What follows belongs to an exercise in optimizing a design on an open flow for small area, a short achievable clock period and few clock cycles per item; a production flow would make more cautious choices.
Power figures rest on the tool's default switching activity, not on a simulated workload.

==> run a <==
==> flow/design.v <==
`timescale 1ns / 1ps
`default_nettype none
module event_timed_task_dispatch_table_core (
    input  wire logic        clk,
    input  wire logic        rst_n,
    input  wire logic        req_valid,
    output logic             req_ready,
    input  wire logic [1:0]  req_action,
    input  wire logic [7:0]  req_task_id,
    input  wire logic [7:0]  req_trigger_mask,
    input  wire logic        req_use_delay,
    input  wire logic [31:0] req_delay_ticks,
    input  wire logic [7:0]  req_handler_tag,
    input  wire logic [31:0] req_now_ticks,
    input  wire logic [7:0]  req_event_mask,
    output logic             rsp_valid,
    input  wire logic        rsp_ready,
    output logic [2:0]       rsp_status,
    output logic [3:0]       rsp_slot_index,
    output logic [7:0]       rsp_matched_id,
    output logic [7:0]       rsp_matched_handler,
    output logic             rsp_last_result,
    input  wire logic        cfg_we,
    input  wire logic [30:0] cfg_wdata
);
    localparam int N = 16;
    localparam logic [1:0] ACT_ADD    = 2'd0;
    localparam logic [1:0] ACT_REMOVE = 2'd1;
    localparam logic [1:0] ACT_SCAN   = 2'd2;
    localparam logic [1:0] ACT_NONE   = 2'd3;
    localparam logic [2:0] ST_OK        = 3'd0;
    localparam logic [2:0] ST_FULL      = 3'd1;
    localparam logic [2:0] ST_NOT_FOUND = 3'd2;
    localparam logic [2:0] ST_NO_MATCH  = 3'd3;
    localparam logic [2:0] ST_BAD_ID    = 3'd4;
    function automatic logic [N-1:0] lowest(input logic [N-1:0] v);
        logic [N-1:0] below;
        logic [N-1:0] pre;
        pre = v;
        for (int k = 0; k < 4; k++)
            for (int i = N - 1; i >= 0; i--)
                if ((i >> k) & 1)
                    pre[i] = pre[i] | pre[((i >> k) << k) - 1];
        below = {pre[N-2:0], 1'b0};
        lowest = v & ~below;
    endfunction
    function automatic logic [3:0] enc(input logic [N-1:0] oh);
        logic [3:0] e;
        e = '0;
        for (int i = 0; i < N; i++)
            if (oh[i]) e = e | 4'(i);
        enc = e;
    endfunction
    function automatic logic atmost1(input logic [N-1:0] v);
        logic [N-1:0] any, many;
        any  = v;
        many = '0;
        for (int w = N / 2; w >= 1; w = w / 2)
            for (int j = 0; j < w; j++)
            begin
                many[j] = many[2*j+1] | many[2*j] | (any[2*j+1] & any[2*j]);
                any[j]  = any[2*j+1] | any[2*j];
            end
        atmost1 = !many[0];
    endfunction
    function automatic logic lt32(input logic [31:0] a, input logic [31:0] b);
        logic [31:0] l, g;
        l = ~a & b;
        g = a & ~b;
        for (int w = 16; w >= 1; w = w / 2)
            for (int j = 0; j < w; j++)
            begin
                l[j] = l[2*j+1] | (~g[2*j+1] & l[2*j]);
                g[j] = g[2*j+1] | (~l[2*j+1] & g[2*j]);
            end
        lt32 = l[0];
    endfunction
    function automatic logic [32:0] add32(input logic [31:0] a, input logic [31:0] b,
                                          input logic ci);
        logic [31:0] p, g, pp, gg;
        logic [32:0] c;
        p  = a ^ b;
        g  = a & b;
        gg = g;
        pp = p;
        for (int k = 0; k < 5; k++)
            for (int i = 31; i >= 0; i--)
                if ((i >> k) & 1)
                begin
                    gg[i] = gg[i] | (pp[i] & gg[((i >> k) << k) - 1]);
                    pp[i] = pp[i] & pp[((i >> k) << k) - 1];
                end
        c[0] = ci;
        for (int i = 0; i < 32; i++)
            c[i+1] = gg[i] | (pp[i] & ci);
        add32 = {c[32], p ^ c[31:0]};
    endfunction
    logic [N-1:0] taken_q;               
    logic [N-1:0] live_q;                
    logic [7:0]   id_q   [N];
    logic [7:0]   mask_q [N];
    logic [31:0]  due_q  [N];
    logic [7:0]   tag_q  [N];
    logic [30:0]  thr_q;
    logic        r_valid;
    logic        r_add;
    logic        r_rem;
    logic        r_bad;      
    logic [7:0]  r_id;
    logic [7:0]  r_mask;     
    logic        r_live;     
    logic [7:0]  r_tag;
    logic [31:0] r_t;        
    logic [31:0] r_lo;       
    logic        r_wrap;     
    logic         s2b_valid;
    logic         s2b_add, s2b_rem, s2b_bad;
    logic [N-1:0] s2b_v;
    logic         s2a_valid;
    logic         s2a_add, s2a_rem, s2a_bad;
    logic         s2a_single;    
    logic [N-1:0] s2a_m;
    logic         q0_valid, q1_valid;
    logic [23:0]  q0, q1;        
    logic s2a_push;
    logic s2a_take;
    logic s2b_move;
    logic r_go;
    assign s2a_push  = s2a_valid && !q1_valid;
    assign s2a_take  = !s2a_valid || (s2a_single && !q1_valid);
    assign s2b_move  = s2b_valid && s2a_take;
    assign r_go      = r_valid && (!s2b_valid || s2a_take);
    assign req_ready = !r_valid || !s2b_valid || s2a_take;
    logic [32:0] in_sum;
    logic [32:0] in_diff;
    logic        in_add;
    logic [31:0] in_t;
    logic [7:0]  in_mask;
    assign in_add  = (req_action == ACT_ADD);
    assign in_sum  = add32(req_now_ticks, req_delay_ticks, 1'b0);
    assign in_diff = add32(req_now_ticks, ~{1'b0, thr_q}, 1'b1);
    always_comb
    begin
        if (in_add)
        begin
            in_t    = req_use_delay ? in_sum[31:0] : 32'd0;
            in_mask = req_use_delay ? (req_trigger_mask | 8'd1) : req_trigger_mask;
        end
        else
        begin
            in_t    = req_now_ticks;
            in_mask = req_event_mask;
        end
    end
    logic [N-1:0] free_v, rem_v, scan_v, x_v;
    logic [N-1:0] free_oh, rem_oh;
    logic [N-1:0] le_v, gt_v, timely_v;
    always_comb
    begin
        for (int i = 0; i < N; i++)
        begin
            free_v[i]   = !taken_q[i];
            rem_v[i]    = live_q[i] && (id_q[i] == r_id);
            le_v[i]     = !lt32(r_t, due_q[i]);
            gt_v[i]     = lt32(r_lo, due_q[i]);
            timely_v[i] = r_wrap ? (le_v[i] || gt_v[i]) : (le_v[i] && gt_v[i]);
            scan_v[i]   = live_q[i] && ((mask_q[i] & r_mask) != 8'd0)
                          && (!mask_q[i][0] || timely_v[i]);
        end
    end
    assign free_oh = lowest(free_v);
    assign rem_oh  = lowest(rem_v);
    assign x_v     = r_add ? free_v : (r_rem ? rem_v : scan_v);
    logic do_add, do_rem;
    assign do_add = r_go && r_add && !r_bad;
    assign do_rem = r_go && r_rem && !r_bad;
    logic [N-1:0] s2a_oh;
    logic [N-1:0] s2a_rest;
    logic [3:0]   s2a_idx;
    logic         s2a_any;
    logic [7:0]   s2a_id, s2a_tag;
    logic [23:0]  s2a_word;
    assign s2a_oh   = lowest(s2a_m);
    assign s2a_rest = s2a_m & ~s2a_oh;
    assign s2a_idx  = enc(s2a_oh);
    assign s2a_any  = (s2a_m != '0);
    always_comb
    begin
        s2a_id  = '0;
        s2a_tag = '0;
        for (int i = 0; i < N; i++)
        begin
            s2a_id  = s2a_id  | (id_q[i]  & {8{s2a_oh[i]}});
            s2a_tag = s2a_tag | (tag_q[i] & {8{s2a_oh[i]}});
        end
        if (!s2a_add && !s2a_rem)
        begin
            if (s2a_any) s2a_word = {ST_OK, s2a_idx, s2a_id, s2a_tag, s2a_single};
            else         s2a_word = {ST_NO_MATCH, 4'd0, 8'd0, 8'd0, 1'b1};
        end
        else if (s2a_bad)
            s2a_word = {ST_BAD_ID, 4'd0, 8'd0, 8'd0, 1'b1};
        else if (!s2a_any)
            s2a_word = {(s2a_add ? ST_FULL : ST_NOT_FOUND), 4'd0, 8'd0, 8'd0, 1'b1};
        else
            s2a_word = {ST_OK, s2a_idx, 8'd0, 8'd0, 1'b1};
    end
    always_ff @(posedge clk or negedge rst_n)
    begin
        if (!rst_n)
        begin
            taken_q   <= '0;
            live_q    <= '0;
            thr_q     <= 31'd1000;
            r_valid   <= 1'b0;
            s2b_valid <= 1'b0;
            s2a_valid <= 1'b0;
            q0_valid  <= 1'b0;
            q1_valid  <= 1'b0;
        end
        else
        begin
            if (cfg_we)
                thr_q <= cfg_wdata;
            if (req_ready)
                r_valid <= req_valid && (req_action != ACT_NONE);
            for (int i = 0; i < N; i++)
            begin
                if (do_add && free_oh[i])
                begin
                    taken_q[i] <= 1'b1;
                    live_q[i]  <= r_live;
                end
                if (do_rem && rem_oh[i])
                begin
                    taken_q[i] <= 1'b0;
                    live_q[i]  <= 1'b0;
                end
            end
            if (r_go)
                s2b_valid <= 1'b1;
            else if (s2b_move)
                s2b_valid <= 1'b0;
            if (s2b_move)
                s2a_valid <= 1'b1;
            else if (s2a_push && s2a_single)
                s2a_valid <= 1'b0;
            if (q0_valid && rsp_ready)
            begin
                if (q1_valid)
                begin
                    q1_valid <= 1'b0;
                end
                else if (!s2a_push)
                begin
                    q0_valid <= 1'b0;
                end
            end
            else if (s2a_push)
            begin
                if (!q0_valid) q0_valid <= 1'b1;
                else           q1_valid <= 1'b1;
            end
        end
    end
    always_ff @(posedge clk)
    begin
        if (req_ready)
        begin
            r_add  <= in_add;
            r_rem  <= (req_action == ACT_REMOVE);
            r_bad  <= (req_task_id == 8'd0);
            r_id   <= req_task_id;
            r_mask <= in_mask;
            r_live <= (in_mask != 8'd0);
            r_tag  <= req_handler_tag;
            r_t    <= in_t;
            r_lo   <= in_diff[31:0];
            r_wrap <= !in_diff[32];
        end
        for (int i = 0; i < N; i++)
        begin
            if (do_add && free_oh[i])
            begin
                id_q[i]   <= r_id;
                mask_q[i] <= r_mask;
                due_q[i]  <= r_t;
                tag_q[i]  <= r_tag;
            end
        end
        if (r_go)
        begin
            s2b_add <= r_add;
            s2b_rem <= r_rem;
            s2b_bad <= r_bad;
            s2b_v   <= x_v;
        end
        if (s2b_move)
        begin
            s2a_add    <= s2b_add;
            s2a_rem    <= s2b_rem;
            s2a_bad    <= s2b_bad;
            s2a_m      <= s2b_v;
            s2a_single <= s2b_add || s2b_rem || atmost1(s2b_v);
        end
        else if (s2a_push)
        begin
            s2a_m      <= s2a_rest;
            s2a_single <= atmost1(s2a_rest);
        end
        if (q0_valid && rsp_ready)
        begin
            if (q1_valid) q0 <= q1;
            else if (s2a_push) q0 <= s2a_word;
        end
        else if (s2a_push)
        begin
            if (!q0_valid) q0 <= s2a_word;
            else           q1 <= s2a_word;
        end
    end
    assign rsp_valid = q0_valid;
    assign {rsp_status, rsp_slot_index, rsp_matched_id, rsp_matched_handler, rsp_last_result} = q0;
endmodule
`default_nettype wire
==> flow/run.sh <==
#!/bin/bash
# synth_recipe.tcl (not shown) runs the flow's synth.tcl, then flattens the netlist and writes it again
# the make line also repeats each setting of config.mk as NAME=value (left out here)
make -C /OpenROAD-flow-scripts/flow DESIGN_CONFIG=/design/flow/config.mk WORK_HOME=/design/flow/orfs CLKGATE_MAP_FILE= SYNTH_SCRIPT=/design/flow/synth_recipe.tcl finish
==> flow/config.mk <==
export PLATFORM = sky130hd
export DESIGN_NAME = event_timed_task_dispatch_table_core
export DESIGN_NICKNAME = event_timed_task_dispatch_table_core
export VERILOG_FILES = /design/flow/design.v
export SDC_FILE = /design/flow/constraint.sdc
export NUM_CORES = 4
export LEC_CHECK = 0
export ABC_CLOCK_PERIOD_IN_PS = 3500
export CAP_MARGIN = 20
export CORE_MARGIN = 2
export CORE_UTILIZATION = 40
export SETUP_SLACK_MARGIN = 4.5
export SLEW_MARGIN = 20
==> flow/constraint.sdc <==
create_clock -name core_clock -period 8.5 [get_ports {clk}]
set_input_delay 1.7000 -clock core_clock [delete_from_list [all_inputs] [get_ports {clk}]]
set_output_delay 1.7000 -clock core_clock [all_outputs]
set_load 0.01 [all_outputs]
==> run b (differences from run a) <==
--- a/flow/design.v
+++ b/flow/design.v
@@ -107,3 +107,6 @@
     logic        r_rem;
+    logic        r_scan;
     logic        r_bad;      
+    logic        r_addok;    
+    logic        r_remok;    
     logic [7:0]  r_id;
@@ -112,5 +115,7 @@
     logic [7:0]  r_tag;
-    logic [31:0] r_t;        
-    logic [31:0] r_lo;       
+    logic [31:0] r_x;        
     logic        r_wrap;     
+    logic         r_ph;            
+    logic [31:0]  r_c;             
+    logic [N-1:0] ge_q;            
     logic         s2b_valid;
@@ -121,5 +126,7 @@
     logic         s2a_single;    
-    logic [N-1:0] s2a_m;
+    logic [N-1:0] s2a_m;         
+    logic [N-1:0] s2a_oh;        
     logic         q0_valid, q1_valid;
     logic [23:0]  q0, q1;        
+    logic         rdy_q;         
     logic s2a_push;
@@ -128,2 +135,3 @@
     logic r_go;
+    logic q_pop;
     assign s2a_push  = s2a_valid && !q1_valid;
@@ -131,12 +139,14 @@
     assign s2b_move  = s2b_valid && s2a_take;
-    assign r_go      = r_valid && (!s2b_valid || s2a_take);
-    assign req_ready = !r_valid || !s2b_valid || s2a_take;
-    logic [32:0] in_sum;
-    logic [32:0] in_diff;
+    assign r_go      = r_valid && (!r_scan || r_ph) && (!s2b_valid || s2a_take);
+    assign q_pop     = q0_valid && rsp_ready;
+    assign req_ready = rdy_q;
     logic        in_add;
-    logic [31:0] in_t;
+    logic        in_rem;
+    logic        in_bad;
+    logic [31:0] in_c;
+    logic [31:0] in_x;
     logic [7:0]  in_mask;
-    assign in_add  = (req_action == ACT_ADD);
-    assign in_sum  = add32(req_now_ticks, req_delay_ticks, 1'b0);
-    assign in_diff = add32(req_now_ticks, ~{1'b0, thr_q}, 1'b1);
+    assign in_add = (req_action == ACT_ADD);
+    assign in_rem = (req_action == ACT_REMOVE);
+    assign in_bad = (req_task_id == 8'd0);
     always_comb
@@ -145,3 +155,4 @@
         begin
-            in_t    = req_use_delay ? in_sum[31:0] : 32'd0;
+            in_c    = req_use_delay ? req_now_ticks : 32'd0;
+            in_x    = req_use_delay ? req_delay_ticks : 32'd0;
             in_mask = req_use_delay ? (req_trigger_mask | 8'd1) : req_trigger_mask;
@@ -150,3 +161,4 @@
         begin
-            in_t    = req_now_ticks;
+            in_c    = req_now_ticks;
+            in_x    = ~{1'b0, thr_q};
             in_mask = req_event_mask;
@@ -156,3 +168,6 @@
     logic [N-1:0] free_oh, rem_oh;
-    logic [N-1:0] le_v, gt_v, timely_v;
+    logic [N-1:0] timely_v;
+    logic [N-1:0] lt_v;            
+    logic [32:0]  x_sum;           
+    assign x_sum = add32(r_c, r_x, !r_add);
     always_comb
@@ -163,5 +178,4 @@
             rem_v[i]    = live_q[i] && (id_q[i] == r_id);
-            le_v[i]     = !lt32(r_t, due_q[i]);
-            gt_v[i]     = lt32(r_lo, due_q[i]);
-            timely_v[i] = r_wrap ? (le_v[i] || gt_v[i]) : (le_v[i] && gt_v[i]);
+            lt_v[i]     = lt32(r_c, due_q[i]);
+            timely_v[i] = r_wrap ? (!ge_q[i] || lt_v[i]) : (!ge_q[i] && lt_v[i]);
             scan_v[i]   = live_q[i] && ((mask_q[i] & r_mask) != 8'd0)
@@ -174,5 +188,4 @@
     logic do_add, do_rem;
-    assign do_add = r_go && r_add && !r_bad;
-    assign do_rem = r_go && r_rem && !r_bad;
-    logic [N-1:0] s2a_oh;
+    assign do_add = r_go && r_addok;
+    assign do_rem = r_go && r_remok;
     logic [N-1:0] s2a_rest;
@@ -182,6 +195,5 @@
     logic [23:0]  s2a_word;
-    assign s2a_oh   = lowest(s2a_m);
     assign s2a_rest = s2a_m & ~s2a_oh;
     assign s2a_idx  = enc(s2a_oh);
-    assign s2a_any  = (s2a_m != '0);
+    assign s2a_any  = (s2a_oh != '0);
     always_comb
@@ -207,2 +219,19 @@
     end
+    logic r_valid_n, r_scan_n, r_ph_n;
+    logic s2b_valid_n, s2a_valid_n, s2a_single_n, q1_valid_n;
+    always_comb
+    begin
+        r_valid_n    = rdy_q ? (req_valid && (req_action != ACT_NONE)) : r_valid;
+        r_scan_n     = rdy_q ? (req_action == ACT_SCAN) : r_scan;
+        r_ph_n       = (r_go || !r_valid) ? 1'b0 : (r_scan || r_ph);
+        s2b_valid_n  = r_go || (s2b_valid && !s2b_move);
+        s2a_valid_n  = s2b_move || (s2a_valid && !(s2a_push && s2a_single));
+        if (s2b_move)
+            s2a_single_n = s2b_add || s2b_rem || atmost1(s2b_v);
+        else if (s2a_push)
+            s2a_single_n = atmost1(s2a_rest);
+        else
+            s2a_single_n = s2a_single;
+        q1_valid_n   = q_pop ? 1'b0 : (q1_valid || (s2a_push && q0_valid));
+    end
     always_ff @(posedge clk or negedge rst_n)
@@ -214,3 +243,5 @@
             thr_q     <= 31'd1000;
+            rdy_q     <= 1'b1;
             r_valid   <= 1'b0;
+            r_ph      <= 1'b0;
             s2b_valid <= 1'b0;
@@ -224,4 +255,10 @@
                 thr_q <= cfg_wdata;
-            if (req_ready)
-                r_valid <= req_valid && (req_action != ACT_NONE);
+            r_valid   <= r_valid_n;
+            r_ph      <= r_ph_n;
+            s2b_valid <= s2b_valid_n;
+            s2a_valid <= s2a_valid_n;
+            q1_valid  <= q1_valid_n;
+            q0_valid  <= q1_valid || s2a_push || (q0_valid && !rsp_ready);
+            rdy_q     <= !r_valid_n || ((!r_scan_n || r_ph_n)
+                         && (!s2b_valid_n || !s2a_valid_n || (s2a_single_n && !q1_valid_n)));
             for (int i = 0; i < N; i++)
@@ -239,26 +276,2 @@
             end
-            if (r_go)
-                s2b_valid <= 1'b1;
-            else if (s2b_move)
-                s2b_valid <= 1'b0;
-            if (s2b_move)
-                s2a_valid <= 1'b1;
-            else if (s2a_push && s2a_single)
-                s2a_valid <= 1'b0;
-            if (q0_valid && rsp_ready)
-            begin
-                if (q1_valid)
-                begin
-                    q1_valid <= 1'b0;
-                end
-                else if (!s2a_push)
-                begin
-                    q0_valid <= 1'b0;
-                end
-            end
-            else if (s2a_push)
-            begin
-                if (!q0_valid) q0_valid <= 1'b1;
-                else           q1_valid <= 1'b1;
-            end
         end
@@ -267,15 +280,25 @@
     begin
-        if (req_ready)
+        r_scan     <= r_scan_n;
+        s2a_single <= s2a_single_n;
+        if (rdy_q)
+        begin
+            r_add   <= in_add;
+            r_rem   <= in_rem;
+            r_bad   <= in_bad;
+            r_addok <= in_add && !in_bad;
+            r_remok <= in_rem && !in_bad;
+            r_id    <= req_task_id;
+            r_mask  <= in_mask;
+            r_live  <= (in_mask != 8'd0);
+            r_tag   <= req_handler_tag;
+            r_c     <= in_c;
+            r_x     <= in_x;
+        end
+        else if (r_scan && !r_ph)
         begin
-            r_add  <= in_add;
-            r_rem  <= (req_action == ACT_REMOVE);
-            r_bad  <= (req_task_id == 8'd0);
-            r_id   <= req_task_id;
-            r_mask <= in_mask;
-            r_live <= (in_mask != 8'd0);
-            r_tag  <= req_handler_tag;
-            r_t    <= in_t;
-            r_lo   <= in_diff[31:0];
-            r_wrap <= !in_diff[32];
+            r_c    <= x_sum[31:0];
+            r_wrap <= !x_sum[32];
         end
+        if (!r_ph)
+            ge_q <= lt_v;
         for (int i = 0; i < N; i++)
@@ -286,3 +309,3 @@
                 mask_q[i] <= r_mask;
-                due_q[i]  <= r_t;
+                due_q[i]  <= x_sum[31:0];
                 tag_q[i]  <= r_tag;
@@ -299,7 +322,7 @@
         begin
-            s2a_add    <= s2b_add;
-            s2a_rem    <= s2b_rem;
-            s2a_bad    <= s2b_bad;
-            s2a_m      <= s2b_v;
-            s2a_single <= s2b_add || s2b_rem || atmost1(s2b_v);
+            s2a_add <= s2b_add;
+            s2a_rem <= s2b_rem;
+            s2a_bad <= s2b_bad;
+            s2a_m   <= s2b_v;
+            s2a_oh  <= lowest(s2b_v);
         end
@@ -307,6 +330,6 @@
         begin
-            s2a_m      <= s2a_rest;
-            s2a_single <= atmost1(s2a_rest);
+            s2a_m   <= s2a_rest;
+            s2a_oh  <= lowest(s2a_rest);
         end
-        if (q0_valid && rsp_ready)
+        if (q_pop)
         begin
==> notes.md <==
item                                                                                       run a                    run b
Clock buffer cells                                                                           161                      170
Logic pwr share                                                                            0.460                    0.356
Period utilization                                                                        0.5011                   0.4616
Worst Path Class, Setup                                                   input port to register     register to register
CP startpoint                                                                   req_now_ticks[0]         r_c[4]$_DFFE_PP_
FF-to-FF Start                                                                r_lo[12]$_DFFE_PP_         r_c[4]$_DFFE_PP_
Count of fill cells added during filler insertion                                          13770                    11700
Number of vias per cell after detailed routing                                             6.048                    5.777
Netlist area before placement                                                         62430 um^2               54060 um^2
Global-route wire length before repair                                                  309.4 mm                 228.2 mm
XOR/XNOR Fraction of Synth Area                                                          0.02399                  0.02511
Outcome                                                                  complete, no violations  complete, no violations
Sequential cell fraction of total power                                                    0.315                    0.395
Sequential Power                                                                         7970 uW                  8760 uW
Fraction of power consumed by the clock network                                            0.226                    0.249
Area share of the largest cell type after synthesis                                       0.5176                   0.6154
Final #Nets                                                                                 6186                     4457
Count of TritonRoute iterations in the first routing pass                                      8                        5
Number of distinct standard cells referenced by the synthesized netlist                       90                       87
Number of antenna violations at the first check in global routing                              4                        6
Wire per inst                                                                           26.50 um                 25.41 um
Source of the worst hold timing path                                           s2b_bad$_DFFE_PP_          r_bad$_DFFE_PP_
Largest net degree at the start of global routing                                             67                       58
HPWL after detailed placement                                                           141.8 mm                 100.6 mm
Delay contributed by the slowest stage of the critical path                              0.36 ns                  0.54 ns
No functional check of the RTL was part of any run of this note.

separate check: timing with driven ports:
How much do the figures lean on ideal ports? The routed layouts below were timed once more, with nothing changed but the port constraints. Step 1 sets driving cells, clkbuf_16 on the clock port and buf_2 on the other inputs (assumed; they add their load-dependent delay and slew). Step 2, shift: input delay + t, output delay - t, t = (earliest + latest rising clock arrival at the registers) / 2. This alone moves slack from input paths to output paths. Three values: ideal, step 1, step 2; two values: the first two.
run | t (ns) | slack for setup (ns) | hold WS [ns] | latest minus earliest clock arrival (ns) | worst data-port slew with drivers (ns)
run a | 0.854 | 4.241 / 4.256 / 3.414 | 0.463 / 0.463 / 0.463 | 0.047 / 0.046 | 0.08
run b | 0.821 | 4.576 / 4.576 / 4.035 | 0.441 / 0.441 / 0.441 | 0.023 / 0.023 | 0.07
After both steps setup and hold are still met in every run listed. The setup slack of run a, which loses most, moves by +0.015 ns with the drivers and by -0.827 ns with both steps.
